This is an optimization exercise on Yosys and OpenROAD, whose aim is small area and a short achievable clock period, not a production implementation. RTL that was checked went through simulation tests only; none was proved equivalent to the original. No activity file was given, so power comes from the tool's default toggle rates.

==> flow/design.v (excerpt) <==
module tile_map_ctrl #(
  parameter int COLS       = 20,
  parameter int ROWS       = 15,
  parameter int TW         = 4,
  parameter int TILE_SHIFT = 5,
  parameter int RESET_FILL = 1
) (
  input  logic          clk,
  input  logic          rst,
  input  logic          fill_start,
  input  logic [TW-1:0] fill_val,
  output logic          busy,
  output logic          fill_done,
  input  logic          req0_valid,
  input  logic [4:0]    req0_x,
  input  logic [3:0]    req0_y,
  input  logic [TW-1:0] req0_data,
  output logic          req0_ready,
  input  logic          req1_valid,
  input  logic [4:0]    req1_x,
  input  logic [3:0]    req1_y,
  input  logic [TW-1:0] req1_data,
  output logic          req1_ready,
  input  logic [9:0]    h_cnt,
  input  logic [9:0]    v_cnt,
  input  logic          valid,
  output logic [TW-1:0] pix_tile
);
==> flow/config.mk <==
export PLATFORM = sky130hd
export DESIGN_NAME = tile_map_ctrl
export DESIGN_NICKNAME = tile_map_ctrl
export VERILOG_FILES = /design/flow/design.v
export SDC_FILE = /design/flow/constraint.sdc
export NUM_CORES = 4
export LEC_CHECK = 0
export CAP_MARGIN = 20
export CORE_MARGIN = 2
export CORE_UTILIZATION = 55
export CTS_BUF_LIST = sky130_fd_sc_hd__clkbuf_16
export CTS_CLUSTER_DIAMETER = 60
export CTS_CLUSTER_SIZE = 26
export SETUP_SLACK_MARGIN = 2.0
export SLEW_MARGIN = 20
export SYNTH_HIERARCHICAL = 1
==> flow/constraint.sdc <==
create_clock -name core_clock -period 4.6 [get_ports {clk}]
set_input_delay 0.9200 -clock core_clock [delete_from_list [all_inputs] [get_ports {clk}]]
set_output_delay 0.9200 -clock core_clock [all_outputs]
set_load 0.01 [all_outputs]
standard.sh (not shown) runs the stock make flow with config.mk's settings and CLKGATE_MAP_FILE= SYNTH_SCRIPT=/design/flow/synth_recipe.tcl, a recipe that flattens the netlist after the stock synthesis.
==> flow/flow/run.sh <==
#!/bin/bash
# Layout flow: the standard ORFS flow (standard.sh, unchanged synthesis),
# with two resizer settings changed:
#  - port buffers are plain buf_4 cells, which the resizer can size, instead
#    of the delay cells buffer_ports picks by default;
#  - the resizer may swap a cell for one of another footprint.
# All of ORFS's output goes to standard.log in this folder.
set -o pipefail
export BUFFER_PORTS_ARGS="-buffer_cell sky130_fd_sc_hd__buf_4"
bash standard.sh MATCH_CELL_FOOTPRINT=0 finish > standard.log 2>&1
Rerun with:
- CTS_CLUSTER_SIZE: 26 -> 22
- SETUP_SLACK_MARGIN: 2.0 -> 2.1
Synthesized cell count is unchanged.
Sequential share of layout area came out higher by 0.21 points.
Non-clock buffer count falls by 43.
Routed wire length climbs by 2.0%.
Die area does not change.
Total power falls by about 2.5%.

tile_map_ctrl, a different RTL version from the one above (not shown whole).
Size in the first run: ~5000 cells after synthesis, roughly 1200 flip-flops, ~64 I/O pins, about 44000 sq um of cells after synthesis.
export LEC_CHECK = 0
export CAP_MARGIN = 20
export CORE_MARGIN = 2
export CORE_UTILIZATION = 50
export CTS_BUF_LIST = sky130_fd_sc_hd__clkbuf_16
export CTS_CLUSTER_SIZE = 24
export SETUP_SLACK_MARGIN = 1.9
export SLEW_MARGIN = 20
export SYNTH_HIERARCHICAL = 1
create_clock -name core_clock -period 4.6 [get_ports {clk}]
==> flow/flow/run.sh <==
#!/bin/bash
# Layout flow: the standard ORFS flow, with the port buffers inserted as
# plain buffers (buf_4) so the resizer can size them, instead of the delay
# cells buffer_ports picks by default.
set -o pipefail
cp standard.sh flow/standard_sh.txt 2>/dev/null
export BUFFER_PORTS_ARGS="-buffer_cell sky130_fd_sc_hd__buf_4"
bash standard.sh finish > standard.log 2>&1
==> flow/flow/standard_sh.txt <==
#!/bin/bash
# The standard flow's own layout of this design, on the ORFS make targets given (by default finish). After
# finish it leaves the final layout's DEF at /design/flow/out/final.def.
set -euo pipefail
make -C /OpenROAD-flow-scripts/flow DESIGN_CONFIG=/design/flow/config.mk WORK_HOME=/design/flow/orfs CLKGATE_MAP_FILE= SYNTH_SCRIPT=/design/flow/synth_recipe.tcl CAP_MARGIN=20 CORE_MARGIN=2 CORE_UTILIZATION=50 CTS_BUF_LIST=sky130_fd_sc_hd__clkbuf_16 CTS_CLUSTER_SIZE=24 SETUP_SLACK_MARGIN=1.9 SLEW_MARGIN=20 SYNTH_HIERARCHICAL=1 "${@:-finish}"
if [[ -f /design/flow/orfs/results/sky130hd/tile_map_ctrl/base/6_final.odb ]]; then
  : # left out here: write the final layout as DEF
fi
The baseline passed the timing, design-rule and antenna checks.
Next try:
==> flow/run.sh (new file) <==
#!/bin/bash
# synth_recipe.tcl (not shown) runs the flow's synth.tcl, then flattens the netlist and writes it again
# the make line also repeats each setting of config.mk as NAME=value (left out here)
make -C /OpenROAD-flow-scripts/flow DESIGN_CONFIG=/design/flow/config.mk WORK_HOME=/design/flow/orfs CLKGATE_MAP_FILE= SYNTH_SCRIPT=/design/flow/synth_recipe.tcl finish
Settings changed: CTS_BUF_LIST sky130_fd_sc_hd__clkbuf_16 to not set, CTS_CLUSTER_SIZE 24 to not set.
removed: flow/flow/run.sh
removed: flow/flow/standard_sh.txt
removed: flow/standard.sh
Result: The changed run went through all stages and came out clean. Core utilization grows by 2.7 points. Power went up by 4.5%. Routed wire length grows by 7.3%. Final cell count went up by 1.7%. Synthesized area stays the same. Design area grows by 4.4%. Setup slack is better by 17 ps. Worst hold slack improved by 18 ps.

tile_map_ctrl, a different RTL version from the one above (not shown whole).
Size in the first run: ~64 I/O pins, about 45,000 um^2 of cells after synthesis.
// tile_map_ctrl
module tile_map_ctrl #(
  parameter int COLS       = 20,
  parameter int ROWS       = 15,
  parameter int TW         = 4,
  parameter int TILE_SHIFT = 5,
  parameter int RESET_FILL = 1
) (
  input  logic          clk,
  input  logic          rst,
  input  logic          fill_start,
  input  logic [TW-1:0] fill_val,
  output logic          busy,
  output logic          fill_done,
  input  logic          req0_valid,
  input  logic [4:0]    req0_x,
  input  logic [3:0]    req0_y,
  input  logic [TW-1:0] req0_data,
  output logic          req0_ready,
  input  logic          req1_valid,
  input  logic [4:0]    req1_x,
  input  logic [3:0]    req1_y,
  input  logic [TW-1:0] req1_data,
  output logic          req1_ready,
  input  logic [9:0]    h_cnt,
  input  logic [9:0]    v_cnt,
  input  logic          valid,
  output logic [TW-1:0] pix_tile
);
Settings: LEC_CHECK=0, CAP_MARGIN=20, CORE_MARGIN=2, CORE_UTILIZATION=62, CTS_BUF_LIST=sky130_fd_sc_hd__clkbuf_16, CTS_CLUSTER_DIAMETER=60, CTS_CLUSTER_SIZE=22, SETUP_SLACK_MARGIN=2.1, SLEW_MARGIN=20, SYNTH_HIERARCHICAL=1; clock period 4.6 ns.
==> flow/flow/run.sh <==
#!/bin/bash
# Layout flow: the standard ORFS flow (standard.sh, unchanged synthesis),
# with two resizer settings changed:
#  - port buffers are plain buf_4 cells, which the resizer can size, instead
#    of the delay cells buffer_ports picks by default;
#  - the resizer may swap a cell for one of another footprint.
# All of ORFS's output goes to standard.log in this folder.
set -o pipefail
export BUFFER_PORTS_ARGS="-buffer_cell sky130_fd_sc_hd__buf_4"
bash standard.sh MATCH_CELL_FOOTPRINT=0 finish > standard.log 2>&1
The first run passed the timing, design-rule and antenna checks.
Rerun with:
CORE_UTILIZATION = 55   (was 62)
Result:
- total power rises by 2.1%
- cell area decreases by 0.54%
- clock-buffer cell count rises by 2
- via count came out lower by 3.4%
- hold slack degrades by 4.6 ps

## rev 12
The RTL this note starts from:
==> flow/design.v <==
module tile_map_ctrl #(
  parameter int COLS       = 20,
  parameter int ROWS       = 15,
  parameter int TW         = 4,
  parameter int TILE_SHIFT = 5,
  parameter int RESET_FILL = 1
) (
  input  logic          clk,
  input  logic          rst,
  input  logic          fill_start,
  input  logic [TW-1:0] fill_val,
  output logic          busy,
  output logic          fill_done,
  input  logic          req0_valid,
  input  logic [4:0]    req0_x,
  input  logic [3:0]    req0_y,
  input  logic [TW-1:0] req0_data,
  output logic          req0_ready,
  input  logic          req1_valid,
  input  logic [4:0]    req1_x,
  input  logic [3:0]    req1_y,
  input  logic [TW-1:0] req1_data,
  output logic          req1_ready,
  input  logic [9:0]    h_cnt,
  input  logic [9:0]    v_cnt,
  input  logic          valid,
  output logic [TW-1:0] pix_tile
);
  localparam logic [TW-1:0] RESET_VAL = TW'(RESET_FILL);
  logic          filling;       
  logic [4:0]    fill_x;        
  logic [3:0]    fill_y;        
  logic [TW-1:0] fill_val_reg;
  logic          last_grant;    
  logic          fill_done_reg;
  logic [TW-1:0] pix_tile_reg;
  logic          fill_last;
  logic          fill_wr;
  logic          arb_ok;
  logic          grant0, grant1;
  logic [ROWS-1:0] wr_row;
  logic [COLS-1:0] wr_col;
  logic [TW-1:0]   wr_data;
  logic [4:0]      tx, ty;
  logic [ROWS-1:0] rd_row;
  logic [COLS-1:0] rd_col;
  logic [TW-1:0]   row_val [ROWS];
  logic [TW-1:0]   rd_val;
  logic [TW-1:0]   mem [ROWS][COLS];
  assign fill_last = (fill_x == 5'(COLS - 1)) && (fill_y == 4'(ROWS - 1));
  assign fill_wr   = filling && !rst;
  assign arb_ok    = !filling && !rst && !fill_start;
  assign grant0    = arb_ok && req0_valid && (!req1_valid || last_grant);
  assign grant1    = arb_ok && req1_valid && (!req0_valid || !last_grant);
  assign busy       = rst || filling;
  assign fill_done  = fill_done_reg;
  assign req0_ready = grant0;
  assign req1_ready = grant1;
  assign pix_tile   = pix_tile_reg;
  always_ff @(posedge clk) begin
    if (rst) begin
      filling       <= 1'b1;
      fill_x        <= '0;
      fill_y        <= '0;
      fill_val_reg  <= RESET_VAL;
      last_grant    <= 1'b1;
      fill_done_reg <= 1'b0;
    end else begin
      fill_done_reg <= filling && fill_last;
      if (filling) begin
        if (fill_x == 5'(COLS - 1)) begin
          fill_x <= '0;
          fill_y <= (fill_y == 4'(ROWS - 1)) ? '0 : fill_y + 1'b1;
        end else begin
          fill_x <= fill_x + 1'b1;
        end
        if (fill_last) filling <= 1'b0;
      end else if (fill_start) begin
        filling      <= 1'b1;
        fill_val_reg <= fill_val;
      end else if (grant0) begin
        last_grant <= 1'b0;
      end else if (grant1) begin
        last_grant <= 1'b1;
      end
    end
  end
  always_comb begin
    for (int r = 0; r < ROWS; r++) begin
      wr_row[r] = (fill_wr && fill_y == 4'(r)) ||
                  (grant0 && req0_y == 4'(r)) ||
                  (grant1 && req1_y == 4'(r));
    end
    for (int c = 0; c < COLS; c++) begin
      wr_col[c] = (fill_wr && fill_x == 5'(c)) ||
                  (grant0 && req0_x == 5'(c)) ||
                  (grant1 && req1_x == 5'(c));
    end
    wr_data = fill_wr ? fill_val_reg : (grant0 ? req0_data : req1_data);
  end
  always_ff @(posedge clk) begin
    for (int r = 0; r < ROWS; r++) begin
      for (int c = 0; c < COLS; c++) begin
        if (wr_row[r] && wr_col[c]) begin
          mem[r][c] <= wr_data;
        end
      end
    end
  end
  assign tx = h_cnt[9:TILE_SHIFT];
  assign ty = v_cnt[9:TILE_SHIFT];
  always_comb begin
    for (int r = 0; r < ROWS; r++) begin
      rd_row[r] = valid && !rst && (ty == 5'(r));
    end
    for (int c = 0; c < COLS; c++) begin
      rd_col[c] = (tx == 5'(c));
    end
    for (int r = 0; r < ROWS; r++) begin
      row_val[r] = '0;
      for (int c = 0; c < COLS; c++) begin
        row_val[r] = row_val[r] | (mem[r][c] & {TW{rd_col[c]}});
      end
    end
    rd_val = '0;
    for (int r = 0; r < ROWS; r++) begin
      rd_val = rd_val | (row_val[r] & {TW{rd_row[r]}});
    end
  end
  always_ff @(posedge clk) begin
    pix_tile_reg <= rd_val;
  end
endmodule
make LEC_CHECK=0 CAP_MARGIN=20 CORE_MARGIN=2 CORE_UTILIZATION=40 SLEW_MARGIN=20 finish   # period 4.6 ns
run.sh (not shown) runs the stock make flow with config.mk's settings and CLKGATE_MAP_FILE= SYNTH_SCRIPT=/design/flow/synth_recipe.tcl, a recipe that flattens the netlist after the stock synthesis.
Stock flow here: none of the scripts above is used.
Rev 12 did not stop at any stage, and its layout met the timing, design-rule and antenna checks.
Modified inputs, rev 13 compared to rev 12
Settings: swapping 40 for 55 in CORE_UTILIZATION; putting SETUP_SLACK_MARGIN at 2.0 where nothing was set; putting ABC_CLOCK_PERIOD_IN_PS at 2600 where nothing was set.
Findings:
- Timing, DRC, antenna: 0 failures across rev 13 and rev 12
- Per the comparison of rev 13 with rev 12, non-clock buffer total of the final layout up 178, multi-input combinational area share up 3.1 points.
- The run showing the smaller sequential share of layout area is rev 13.
- Looking at critical path depth, rev 13 sits below rev 12.
- Share of final layout cell area taken by clock buffers and inverters | rev 13 below rev 12
- [rev 13] total combinational power rose about 20% relative to rev 12
Function was not checked in any run of this note: the RTL went through the layout flow alone.

port drivers added, routing unchanged:
The results above use ideal ports. As a check the final layouts listed here were re-extracted and re-timed, cells and wires unchanged.
Step 1 assumes that a clkbuf_16 drives the clock port and a buf_2 every other input.
Step 2 also shifts input and output timing later by t, the mid clock arrival at the registers, as if the neighbouring blocks saw the same clock.
Three values: no drivers, after step 1, after step 2; two values: the first two.
| run | t, ns | setup slack, ns | cell pins on the clock port's net |
|---|---|---|---|
| the first run of note 1 | 0.746 | 1.831 / 1.652 / 0.906 | 1 |
| the second run of note 1 | 0.721 | 1.750 / 1.666 / 0.945 | 1 |
| the first run of note 2 | 0.794 | 1.668 / 1.698 / 0.905 | 1 |
| the second run of note 2 | 0.801 | 1.685 / 1.712 / 0.911 | 1 |
| the first run of note 3 | 0.710 | 1.809 / 1.681 / 0.971 | 1 |
| the second run of note 3 | 0.716 | 1.985 / 1.868 / 1.152 | 1 |
| rev 12 | 0.782 | 0.672 / 0.700 / -0.073 | 1 |
| rev 13 | 0.770 | 1.404 / 1.387 / 0.618 | 1 |
Met with ideal ports but missed after step 2: setup timing in rev 12. The setup slack of the first run of note 1, which loses most, moves by -0.179 ns with the drivers and by -0.925 ns with both steps.
